Background: an optimization exercise with open tools, aiming at small area, a short achievable clock period and few clock cycles. Do not read the settings as production practice.
In this exercise RTL edits were held to simulation tests only and were not proved equivalent to the original.
Power figures rest on the tool's default switching activity, not on a simulated workload.

==> flow/design.v <==
`default_nettype none
package rwq_pkg;
    localparam int DEPTH         = 64;
    localparam int PAYLOAD_WIDTH = 32;
    localparam int MAX_BURST     = 16;
    localparam int AW      = $clog2(DEPTH);
    localparam int CW      = $clog2(DEPTH + 1);
    localparam int LW      = $clog2(MAX_BURST + 1);
    localparam int KIND_W  = 2;
    localparam int ENTRY_W = KIND_W + PAYLOAD_WIDTH;
    localparam logic [1:0] KIND_EXCL  = 2'd0;
    localparam logic [1:0] KIND_READ  = 2'd1;
    localparam logic [1:0] KIND_WRITE = 2'd2;
    localparam logic [1:0] OP_PUSH = 2'd0;
    localparam logic [1:0] OP_PULL = 2'd1;
    localparam logic [1:0] OP_SET  = 2'd2;
    localparam logic [1:0] SVC_IDLE  = 2'd0;
    localparam logic [1:0] SVC_LOCK  = 2'd1;
    localparam logic [1:0] SVC_READ  = 2'd2;
    localparam logic [1:0] SVC_WRITE = 2'd3;
    localparam logic [1:0] MODE_EXCL    = 2'd0;
    localparam logic [1:0] MODE_INORDER = 2'd1;
    localparam logic [1:0] MODE_WFIRST  = 2'd2;
    localparam logic [2:0] STAT_OK    = 3'd0;
    localparam logic [2:0] STAT_FULL  = 3'd1;
    localparam logic [2:0] STAT_NONE  = 3'd2;
    localparam logic [2:0] STAT_KIND  = 3'd3;
    localparam logic [2:0] STAT_STATE = 3'd4;
    localparam logic CFG_QUEUE_MODE = 1'b0;
    localparam logic CFG_SLOT_LIMIT = 1'b1;
    localparam int   CFG_DATA_W     = 7;
    typedef enum logic [3:0] {
        FSM_IDLE  = 4'b0001,
        FSM_EXEC  = 4'b0010,
        FSM_READ  = 4'b0100,
        FSM_CHECK = 4'b1000
    } fsm_t;
    typedef struct packed {
        logic               we;
        logic [AW-1:0]      waddr;
        logic [ENTRY_W-1:0] wdata;
        logic               re;
        logic [AW-1:0]      raddr;
    } mem_req_t;
endpackage
`default_nettype wire
`default_nettype none
module rwq_ram #(
    parameter int WIDTH = 34,
    parameter int DEPTH = 64
) (
    input  wire logic                     clk,
    input  wire logic                     we,
    input  wire logic [$clog2(DEPTH)-1:0] waddr,
    input  wire logic [WIDTH-1:0]         wdata,
    input  wire logic                     re,
    input  wire logic [$clog2(DEPTH)-1:0] raddr,
    output      logic [WIDTH-1:0]         rdata
);
    logic [WIDTH-1:0] mem [DEPTH];
    always_ff @(posedge clk)
    begin
        if (we)
        begin
            mem[waddr] <= wdata;
        end
        if (re)
        begin
            rdata <= mem[raddr];
        end
    end
endmodule
`default_nettype wire
`default_nettype none
import rwq_pkg::*;
module rwq_ctrl
(
    input  wire logic                     clk,
    input  wire logic                     rst_n,
    input  wire logic                     in_valid,
    output      logic                     in_stall,
    input  wire logic [1:0]               op,
    input  wire logic [1:0]               elem_kind,
    input  wire logic [31:0]              payload,
    input  wire logic [4:0]               max_pull,
    input  wire logic [1:0]               new_state,
    output      logic                     out_valid,
    input  wire logic                     out_stall,
    output      logic [1:0]               out_kind,
    output      logic [31:0]              out_payload,
    output      logic                     item_valid,
    output      logic [2:0]               status,
    output      logic                     last,
    input  wire logic                     cfg_we,
    input  wire logic                     cfg_index,
    input  wire logic [rwq_pkg::CFG_DATA_W-1:0]    cfg_data,
    output      rwq_pkg::mem_req_t                 main_req,
    input  wire logic [rwq_pkg::ENTRY_W-1:0]       main_rdata,
    output      rwq_pkg::mem_req_t                 wr_req,
    input  wire logic [rwq_pkg::ENTRY_W-1:0]       wr_rdata
);
    rwq_pkg::fsm_t state_reg, state_next;
    logic [1:0]    mode_reg;
    logic [6:0]    slot_reg;
    logic [1:0]    svc_reg, svc_next;
    logic [AW-1:0] main_head_reg, main_head_next;
    logic [CW-1:0] main_count_reg, main_count_next;
    logic [AW-1:0] wr_head_reg, wr_head_next;
    logic [CW-1:0] wr_count_reg, wr_count_next;
    logic [1:0]  op_reg, kind_reg, ns_reg;
    logic [31:0] pay_reg;
    logic [4:0]  maxp_reg;
    logic          src_reg, src_next;
    logic          any_reg, any_next;
    logic [LW-1:0] limit_reg, limit_next;
    logic [LW-1:0] taken_reg, taken_next;
    logic          held_valid_reg, held_valid_next;
    logic [ENTRY_W-1:0] held_reg, held_next;
    logic        out_valid_reg, out_valid_next;
    logic [1:0]  out_kind_reg, out_kind_next;
    logic [31:0] out_pay_reg, out_pay_next;
    logic        item_valid_reg, item_valid_next;
    logic [2:0]  status_reg, status_next;
    logic        last_reg, last_next;
    logic [CW-1:0]      eff_slots;
    logic [6:0]         lim_wide;
    logic [LW-1:0]      pull_limit;
    logic               out_free;
    logic [CW-1:0]      cur_count;
    logic [AW-1:0]      cur_head;
    logic [ENTRY_W-1:0] rdata;
    logic [1:0]         rd_kind;
    logic               match;
    logic               push_main, push_wr;
    logic               set_ok;
    assign in_stall    = (state_reg != FSM_IDLE);
    assign out_valid   = out_valid_reg;
    assign out_kind    = out_kind_reg;
    assign out_payload = out_pay_reg;
    assign item_valid  = item_valid_reg;
    assign status      = status_reg;
    assign last        = last_reg;
    assign out_free = !out_valid_reg || !out_stall;
    always_comb
    begin
        if (slot_reg == 7'd0)
        begin
            eff_slots = CW'(1);
        end
        else if (CW'(slot_reg) > CW'(DEPTH) || slot_reg > 7'(DEPTH))
        begin
            eff_slots = CW'(DEPTH);
        end
        else
        begin
            eff_slots = CW'(slot_reg);
        end
    end
    always_comb
    begin
        lim_wide = {2'b00, maxp_reg};
        if (lim_wide > 7'(eff_slots))
        begin
            lim_wide = 7'(eff_slots);
        end
        if (lim_wide > 7'(MAX_BURST))
        begin
            lim_wide = 7'(MAX_BURST);
        end
        pull_limit = LW'(lim_wide);
    end
    assign cur_count = src_reg ? wr_count_reg : main_count_reg;
    assign cur_head  = src_reg ? wr_head_reg : main_head_reg;
    assign rdata     = src_reg ? wr_rdata : main_rdata;
    assign rd_kind   = rdata[ENTRY_W-1 -: KIND_W];
    assign match     = any_reg || (rd_kind == (src_reg ? KIND_WRITE : KIND_READ));
    always_comb
    begin
        push_main = 1'b0;
        push_wr   = 1'b0;
        set_ok    = 1'b0;
        unique case (mode_reg)
            MODE_EXCL:
            begin
                push_main = (kind_reg == KIND_EXCL);
                set_ok    = (ns_reg == SVC_IDLE) || (ns_reg == SVC_LOCK);
            end
            MODE_INORDER:
            begin
                push_main = (kind_reg == KIND_READ) || (kind_reg == KIND_WRITE);
                set_ok    = (ns_reg != SVC_LOCK);
            end
            MODE_WFIRST:
            begin
                push_main = (kind_reg == KIND_READ);
                push_wr   = (kind_reg == KIND_WRITE);
                set_ok    = (ns_reg != SVC_LOCK);
            end
            default:
            begin
                push_main = 1'b0;
            end
        endcase
    end
    always_comb
    begin
        state_next      = state_reg;
        svc_next        = svc_reg;
        main_head_next  = main_head_reg;
        main_count_next = main_count_reg;
        wr_head_next    = wr_head_reg;
        wr_count_next   = wr_count_reg;
        src_next        = src_reg;
        any_next        = any_reg;
        limit_next      = limit_reg;
        taken_next      = taken_reg;
        held_valid_next = held_valid_reg;
        held_next       = held_reg;
        out_valid_next  = out_valid_reg && out_stall;
        out_kind_next   = out_kind_reg;
        out_pay_next    = out_pay_reg;
        item_valid_next = item_valid_reg;
        status_next     = status_reg;
        last_next       = last_reg;
        main_req = '0;
        wr_req   = '0;
        unique case (state_reg)
            FSM_IDLE:
            begin
                if (in_valid)
                begin
                    state_next = FSM_EXEC;
                end
            end
            FSM_EXEC:
            begin
                if (op_reg == OP_PULL)
                begin
                    taken_next      = '0;
                    held_valid_next = 1'b0;
                    src_next        = 1'b0;
                    any_next        = 1'b0;
                    limit_next      = pull_limit;
                    unique case (mode_reg)
                        MODE_EXCL:
                        begin
                            any_next   = 1'b1;
                            limit_next = (svc_reg != SVC_LOCK && pull_limit != '0)
                                         ? LW'(1) : '0;
                        end
                        MODE_INORDER:
                        begin
                            if (svc_reg == SVC_IDLE)
                            begin
                                any_next = 1'b1;
                            end
                            else if (svc_reg != SVC_READ)
                            begin
                                limit_next = '0;
                            end
                        end
                        MODE_WFIRST:
                        begin
                            src_next = (wr_count_reg != '0);
                        end
                        default:
                        begin
                            limit_next = '0;
                        end
                    endcase
                    state_next = FSM_READ;
                end
                else if (out_free)
                begin
                    out_valid_next  = 1'b1;
                    out_kind_next   = KIND_EXCL;
                    out_pay_next    = '0;
                    item_valid_next = 1'b0;
                    last_next       = 1'b1;
                    status_next     = STAT_OK;
                    if (op_reg == OP_PUSH)
                    begin
                        if (push_main)
                        begin
                            if (main_count_reg >= eff_slots)
                            begin
                                status_next = STAT_FULL;
                            end
                            else
                            begin
                                main_req.we     = 1'b1;
                                main_req.waddr  = main_head_reg + AW'(main_count_reg);
                                main_req.wdata  = {kind_reg, pay_reg};
                                main_count_next = main_count_reg + CW'(1);
                            end
                        end
                        else if (push_wr)
                        begin
                            if (wr_count_reg >= eff_slots)
                            begin
                                status_next = STAT_FULL;
                            end
                            else
                            begin
                                wr_req.we     = 1'b1;
                                wr_req.waddr  = wr_head_reg + AW'(wr_count_reg);
                                wr_req.wdata  = {kind_reg, pay_reg};
                                wr_count_next = wr_count_reg + CW'(1);
                            end
                        end
                        else
                        begin
                            status_next = STAT_KIND;
                        end
                    end
                    else if (op_reg == OP_SET)
                    begin
                        if (set_ok)
                        begin
                            svc_next = ns_reg;
                        end
                        else
                        begin
                            status_next = STAT_STATE;
                        end
                    end
                    else
                    begin
                        status_next = STAT_KIND;
                    end
                    state_next = FSM_IDLE;
                end
            end
            FSM_READ:
            begin
                if (taken_reg < limit_reg && cur_count != '0)
                begin
                    main_req.re    = !src_reg;
                    main_req.raddr = cur_head;
                    wr_req.re      = src_reg;
                    wr_req.raddr   = cur_head;
                    state_next     = FSM_CHECK;
                end
                else if (out_free)
                begin
                    out_valid_next  = 1'b1;
                    last_next       = 1'b1;
                    item_valid_next = held_valid_reg;
                    if (held_valid_reg)
                    begin
                        out_kind_next = held_reg[ENTRY_W-1 -: KIND_W];
                        out_pay_next  = held_reg[PAYLOAD_WIDTH-1:0];
                        status_next   = STAT_OK;
                    end
                    else
                    begin
                        out_kind_next = KIND_EXCL;
                        out_pay_next  = '0;
                        status_next   = STAT_NONE;
                    end
                    held_valid_next = 1'b0;
                    state_next      = FSM_IDLE;
                end
            end
            FSM_CHECK:
            begin
                if (match)
                begin
                    if (!held_valid_reg || out_free)
                    begin
                        if (held_valid_reg)
                        begin
                            out_valid_next  = 1'b1;
                            out_kind_next   = held_reg[ENTRY_W-1 -: KIND_W];
                            out_pay_next    = held_reg[PAYLOAD_WIDTH-1:0];
                            item_valid_next = 1'b1;
                            status_next     = STAT_OK;
                            last_next       = 1'b0;
                        end
                        held_valid_next = 1'b1;
                        held_next       = rdata;
                        taken_next      = taken_reg + LW'(1);
                        any_next        = 1'b0;
                        if (src_reg)
                        begin
                            wr_head_next  = wr_head_reg + AW'(1);
                            wr_count_next = wr_count_reg - CW'(1);
                        end
                        else
                        begin
                            main_head_next  = main_head_reg + AW'(1);
                            main_count_next = main_count_reg - CW'(1);
                        end
                        if (src_reg || (any_reg && rd_kind != KIND_READ))
                        begin
                            limit_next = taken_reg + LW'(1);
                        end
                        state_next = FSM_READ;
                    end
                end
                else
                begin
                    if (src_reg && taken_reg == '0)
                    begin
                        src_next = 1'b0;
                    end
                    else
                    begin
                        limit_next = taken_reg;
                    end
                    state_next = FSM_READ;
                end
            end
            default:
            begin
                state_next = FSM_IDLE;
            end
        endcase
    end
    always_ff @(posedge clk or negedge rst_n)
    begin
        if (!rst_n)
        begin
            state_reg      <= FSM_IDLE;
            svc_reg        <= SVC_IDLE;
            main_head_reg  <= '0;
            main_count_reg <= '0;
            wr_head_reg    <= '0;
            wr_count_reg   <= '0;
            src_reg        <= 1'b0;
            any_reg        <= 1'b0;
            limit_reg      <= '0;
            taken_reg      <= '0;
            held_valid_reg <= 1'b0;
            out_valid_reg  <= 1'b0;
        end
        else
        begin
            state_reg      <= state_next;
            svc_reg        <= svc_next;
            main_head_reg  <= main_head_next;
            main_count_reg <= main_count_next;
            wr_head_reg    <= wr_head_next;
            wr_count_reg   <= wr_count_next;
            src_reg        <= src_next;
            any_reg        <= any_next;
            limit_reg      <= limit_next;
            taken_reg      <= taken_next;
            held_valid_reg <= held_valid_next;
            out_valid_reg  <= out_valid_next;
        end
    end
    always_ff @(posedge clk or negedge rst_n)
    begin
        if (!rst_n)
        begin
            mode_reg <= MODE_EXCL;
            slot_reg <= 7'(DEPTH);
        end
        else if (cfg_we)
        begin
            unique case (cfg_index)
                CFG_QUEUE_MODE: mode_reg <= cfg_data[1:0];
                CFG_SLOT_LIMIT: slot_reg <= cfg_data[6:0];
                default:        mode_reg <= mode_reg;
            endcase
        end
    end
    always_ff @(posedge clk)
    begin
        if (state_reg == FSM_IDLE && in_valid)
        begin
            op_reg   <= op;
            kind_reg <= elem_kind;
            pay_reg  <= payload;
            maxp_reg <= max_pull;
            ns_reg   <= new_state;
        end
        held_reg       <= held_next;
        out_kind_reg   <= out_kind_next;
        out_pay_reg    <= out_pay_next;
        item_valid_reg <= item_valid_next;
        status_reg     <= status_next;
        last_reg       <= last_next;
    end
endmodule
`default_nettype wire
`default_nettype none
import rwq_pkg::*;
module reader_writer_request_queue_core
(
    input  wire logic                  clk,
    input  wire logic                  rst_n,
    input  wire logic                  in_valid,
    output      logic                  in_stall,
    input  wire logic [1:0]            op,
    input  wire logic [1:0]            elem_kind,
    input  wire logic [31:0]           payload,
    input  wire logic [4:0]            max_pull,
    input  wire logic [1:0]            new_state,
    output      logic                  out_valid,
    input  wire logic                  out_stall,
    output      logic [1:0]            out_kind,
    output      logic [31:0]           out_payload,
    output      logic                  item_valid,
    output      logic [2:0]            status,
    output      logic                  last,
    input  wire logic                  cfg_we,
    input  wire logic                  cfg_index,
    input  wire logic [rwq_pkg::CFG_DATA_W-1:0] cfg_data
);
    rwq_pkg::mem_req_t  main_req;
    rwq_pkg::mem_req_t  wr_req;
    logic [ENTRY_W-1:0] main_rdata;
    logic [ENTRY_W-1:0] wr_rdata;
    rwq_ram #(
        .WIDTH (ENTRY_W),
        .DEPTH (DEPTH)
    ) u_main_ram (
        .clk   (clk),
        .we    (main_req.we),
        .waddr (main_req.waddr),
        .wdata (main_req.wdata),
        .re    (main_req.re),
        .raddr (main_req.raddr),
        .rdata (main_rdata)
    );
    rwq_ram #(
        .WIDTH (ENTRY_W),
        .DEPTH (DEPTH)
    ) u_wr_ram (
        .clk   (clk),
        .we    (wr_req.we),
        .waddr (wr_req.waddr),
        .wdata (wr_req.wdata),
        .re    (wr_req.re),
        .raddr (wr_req.raddr),
        .rdata (wr_rdata)
    );
    rwq_ctrl u_ctrl (
        .clk         (clk),
        .rst_n       (rst_n),
        .in_valid    (in_valid),
        .in_stall    (in_stall),
        .op          (op),
        .elem_kind   (elem_kind),
        .payload     (payload),
        .max_pull    (max_pull),
        .new_state   (new_state),
        .out_valid   (out_valid),
        .out_stall   (out_stall),
        .out_kind    (out_kind),
        .out_payload (out_payload),
        .item_valid  (item_valid),
        .status      (status),
        .last        (last),
        .cfg_we      (cfg_we),
        .cfg_index   (cfg_index),
        .cfg_data    (cfg_data),
        .main_req    (main_req),
        .main_rdata  (main_rdata),
        .wr_req      (wr_req),
        .wr_rdata    (wr_rdata)
    );
endmodule
`default_nettype wire
==> flow/run.sh <==
#!/bin/bash
# synth_recipe.tcl (not shown) runs the flow's synth.tcl, then flattens the netlist and writes it again
# the make line also repeats each setting of config.mk as NAME=value (left out here)
make -C /OpenROAD-flow-scripts/flow DESIGN_CONFIG=/design/flow/config.mk WORK_HOME=/design/flow/orfs CLKGATE_MAP_FILE= SYNTH_SCRIPT=/design/flow/synth_recipe.tcl finish
==> flow/config.mk <==
export PLATFORM = sky130hd
export DESIGN_NAME = reader_writer_request_queue_core
export DESIGN_NICKNAME = reader_writer_request_queue_core
export VERILOG_FILES = /design/flow/design.v
export SDC_FILE = /design/flow/constraint.sdc
export NUM_CORES = 4
export LEC_CHECK = 0
export CAP_MARGIN = 20
export CORE_MARGIN = 2
export CORE_UTILIZATION = 40
export SLEW_MARGIN = 20
==> flow/constraint.sdc <==
create_clock -name core_clock -period 8.0 [get_ports {clk}]
set_input_delay 1.6000 -clock core_clock [delete_from_list [all_inputs] [get_ports {clk}]]
set_output_delay 1.6000 -clock core_clock [all_outputs]
set_load 0.01 [all_outputs]
==> impl_metrics.json <==
{
  "reg_top3": "u_main_ram.mem: 2176 flops, u_wr_ram.mem: 2176 flops",
  "grt_setup_unrepaired": "false",
  "hold_depth": 1,
  "fin_skew_ps": 58.0,
  "synthTopCellsByCount": "edfxtp_1, nand2_1, nand3_1, mux4_2, clkbuf_1",
  "cp-start-kind": "flop",
  "hold_class": "reg -> reg",
  "power.leakage_nw": 74.3,
  "wire_per_inst_um": 28.8,
  "cts_tree": "done",
  "hold_buffers": 0,
  "syn_inst": 11637,
  "pre_cts_ws_ps": 1300,
  "power.density_nw_per_um2": 240,
  "die_area_um2": 455000,
  "clkLatencyLatePin_ps": 1010,
  "grt_pass1_wl_mm": 744,
  "synth_area_per_cell_um2": 15.5,
  "synthArstFlopShare": 0.0120,
  "totalWireLength_mm": 525,
  "dp_cells": 17366,
  "nets": 11980,
  "grt_max_degree": 144,
  "yosys_register_bits": 4591,
  "cap_violations": 0,
  "p_sw_w": 0.0110,
  "die_x_um": 675,
  "period_needed_ps": 6120,
  "nFillCells": 38453,
  "start_util": 0.401,
  "worst_slew_pin_slew_ps": 1230,
  "path_buf_inv": 1,
  "io_pins": 97,
  "required_ps": 8640,
  "r2r-end": "u_main_ram.mem[35][25]$_DFFE_PP_",
  "synth_edf_count": 4536,
  "synth-main-ff-cell": "edfxtp_1",
  "path_class": "reg -> reg",
  "rows": 246,
  "synthDistinctLibCells": 76,
  "synth_top_area_share": 0.757,
  "timing.rr.start": "u_ctrl.slot_reg[3]$_DFFE_PN0P_",
  "core_area_um2": 448000,
  "seq_power_share": 0.539,
  "final-max-slew-violation-count": 0,
  "postRouteAntennaNets": 0,
  "vias": 104801,
  "yosysTopAreaCell": "edfxtp_1",
  "slowest_delay_ps": 1060,
  "yosysWarnings": 2,
  "crit_start": "u_ctrl.slot_reg[3]$_DFFE_PN0P_",
  "comb_power_share": 0.047,
  "root_buffer": "clkbuf_16",
  "critPathMaxFanout": 21,
  "finalSetupTns_ps": 0,
  "antenna_found_initial": 26,
  "postLayoutCoreUtil": 0.456,
  "hp-start": "u_ctrl.limit_reg[2]$_DFFE_PN0P_",
  "internal_power_w": 0.0382,
  "syn_to_final_growth_pct": 13.5,
  "crit_path_frequent_cell": "a21o_1",
  "placed_area_um2": 190000,
  "grt_pass1_vias": 99248,
  "numPortBuffers": 96,
  "fin_crit_sh": 0.766,
  "finalHoldViolCount": 0,
  "worst_slack_ps": 1880,
  "cp_top_family": "simple AND/OR/NAND/NOR gates",
  "clock_sink_count": 4591,
  "max_freq_ghz": 0.163,
  "irDropWorstVdd_mv": 0.179,
  "grt-ovfl-total": 0,
  "swShare": 0.223,
  "whs_endpoint": "u_ctrl.limit_reg[2]$_DFFE_PN0P_",
  "drc": 0,
  "reg2reg_depth": 14,
  "clk_pin_slew_ps": 70,
  "cts_buffer_depth": 4,
  "cts_setup_buffers": 0,
  "worstPathCellList": "nor3_1, a21oi_1, nor2_1, ha_1, nand2b_1, a21o_1, a21o_1, a21o_1, a21oi_1, o21bai_1, a211oi_2, nand3_1, nor2_4, buf_4",
  "finish.instance_area_um2": 204000,
  "layoutNonFillerInstCount": 18228,
  "drtPass1Iterations": 10,
  "grt_usage": 0.225,
  "arrival_ps": 6770,
  "hpwl_mm": 313,
  "synth_area_um2": 180000,
  "first_iter_violations": 15059,
  "outcome": "finished clean",
  "reg2reg_slack_ps": 1880,
  "slew_headroom": 0.179,
  "critical_path.slowest_cell": "nor2_4",
  "avgViaCountPerCell": 5.75,
  "yosysMostFrequentCell": "edfxtp_1",
  "p_clk_frac": 0.413,
  "die_h_um": 675,
  "h-tree-depth": 5,
  "syn_nets": 11751,
  "synthTopCellsByArea": "edfxtp_1, mux4_2, nand2_1",
  "gp_congestion": 0.874,
  "ys_seq_area_frac": 0.764,
  "crit_path_end_kind": "flop",
  "setup_viol": 0,
  "cts_buffers": 446,
  "drive_gt1_frac": 0.146,
  "postCtsResizedCells": 0
}
## cells by family (layout without fill, tap and decap cells)
logic type               after synthesis  after routing  synth area share
AND/OR/NAND/NOR                     4883           4883             0.116
flip-flops                          4591           4591             0.764
AO/OA/AOI/OAI                        750            750            0.0280
buffers and inverters                727           1322            0.0173
multiplexers                         586            586            0.0682
adder cells (fa/ha/maj)               58             58           0.00420
XOR/XNOR                              42             42           0.00204
other                                  0             44                 0
## metrics by stage
step           power [W]  hold slack (ps)
2_1_floorplan     0.0282              452
3_3_place_gp      0.0293              481
3_5_place_dp      0.0293              486
4_1_cts           0.0494              503
5_1_grt           0.0504              529
6_report          0.0491              499
## area by class of cell
cell class	instances	area (µm²)	share of cell area
Sequential cell	4591	138000	0.673
Multi-Input combinational cell	6319	40600	0.199
Clock buffer	556	11800	0.0578
Tap cell	5952	7450	0.0364
Timing Repair Buffer	477	4590	0.0225
Clock inverter	258	2080	0.0102
Inverter	31	116	0.000569
Antenna cell	44	110	0.000539
## placed cells by master (no fill, tap or decap), types with 46 or more instances in the layout
| cell | Yosys | routed |
|---|---|---|
| a21oi_1 | 144 | 140 |
| a222oi_1 | 63 | 63 |
| a31oi_1 | 124 | 123 |
| and2_2 | 0 | 46 |
| buf_12 | 0 | 51 |
| buf_4 | 25 | 319 |
| clkbuf_1 | 399 | 96 |
| clkbuf_16 | 0 | 454 |
| clkdlybuf4s50_1 | 0 | 95 |
| clkinv_1 | 2 | 114 |
| clkinv_2 | 0 | 71 |
| dfrtp_1 | 53 | 52 |
| edfxtp_1 | 4536 | 4536 |
| ha_1 | 54 | 54 |
| mux2_2 | 47 | 47 |
| mux4_2 | 507 | 507 |
| nand2_1 | 2953 | 2951 |
| nand3_1 | 1441 | 1441 |
| nor2_1 | 215 | 86 |
| nor2_4 | 0 | 129 |
| o21ai_0 | 172 | 169 |
| o221ai_1 | 54 | 54 |
## how the worst max path moves through the flow
stage / end / slack, ps / cells past startpoint
4_1_cts: u_main_ram.mem[39][25]$_DFFE_PP_ / 2030 / 14
3_3_place_gp: u_main_ram.mem[35][23]$_DFFE_PP_ / 1280 / 8
2_1_floorplan: u_main_ram.mem[61][0]$_DFFE_PP_ / 960 / 7
5_1_grt: u_main_ram.mem[39][25]$_DFFE_PP_ / 1660 / 14
3_5_place_dp: u_main_ram.mem[35][23]$_DFFE_PP_ / 1300 / 8
6_report: u_main_ram.mem[35][25]$_DFFE_PP_ / 1880 / 14
## routing by layer
layer,track usage,vias up,share of wire
li1,-,44591,-
met1,0.329,54059,0.42
met5,0,-,0.000025
met3,0.0427,651,0.099
met4,0.0598,2,0.025
met2,0.348,5498,0.46
## power by group through the flow
stage                     Clock, W  Combinational, W  Sequential, W
final                       0.0203           0.00233         0.0265
after global routing        0.0214           0.00247         0.0265
after CTS                   0.0205           0.00233         0.0265
after detailed placement         0           0.00232         0.0270
after global placement           0           0.00233         0.0270
after floorplan                  0           0.00137         0.0269
Testbench counts, summed over its fixed seeds: cycles 13,407.

## what the ideal ports hide
Ports are ideal in the flow. The routed layout listed here was re-timed in OpenROAD.
Step 1 assumes that a clkbuf_16 drives the clock port and a buf_2 every other input.
Step 2 times the ports against the registers' clock, not the clock port: input delays grow and output delays shrink by t, the midpoint of the rising clock arrivals with the driver on.
Three values: ideal ports, drivers, drivers and shift; two values: the first two.
t (ns): 1.094
setup WS [ns]: 1.875 / 1.875 / 1.075
worst data-port slew with drivers (ns): 0.05
After both steps this run still meets setup and hold. The setup slack of this run moves by 0.000 ns with the drivers and by -0.800 ns with both steps.
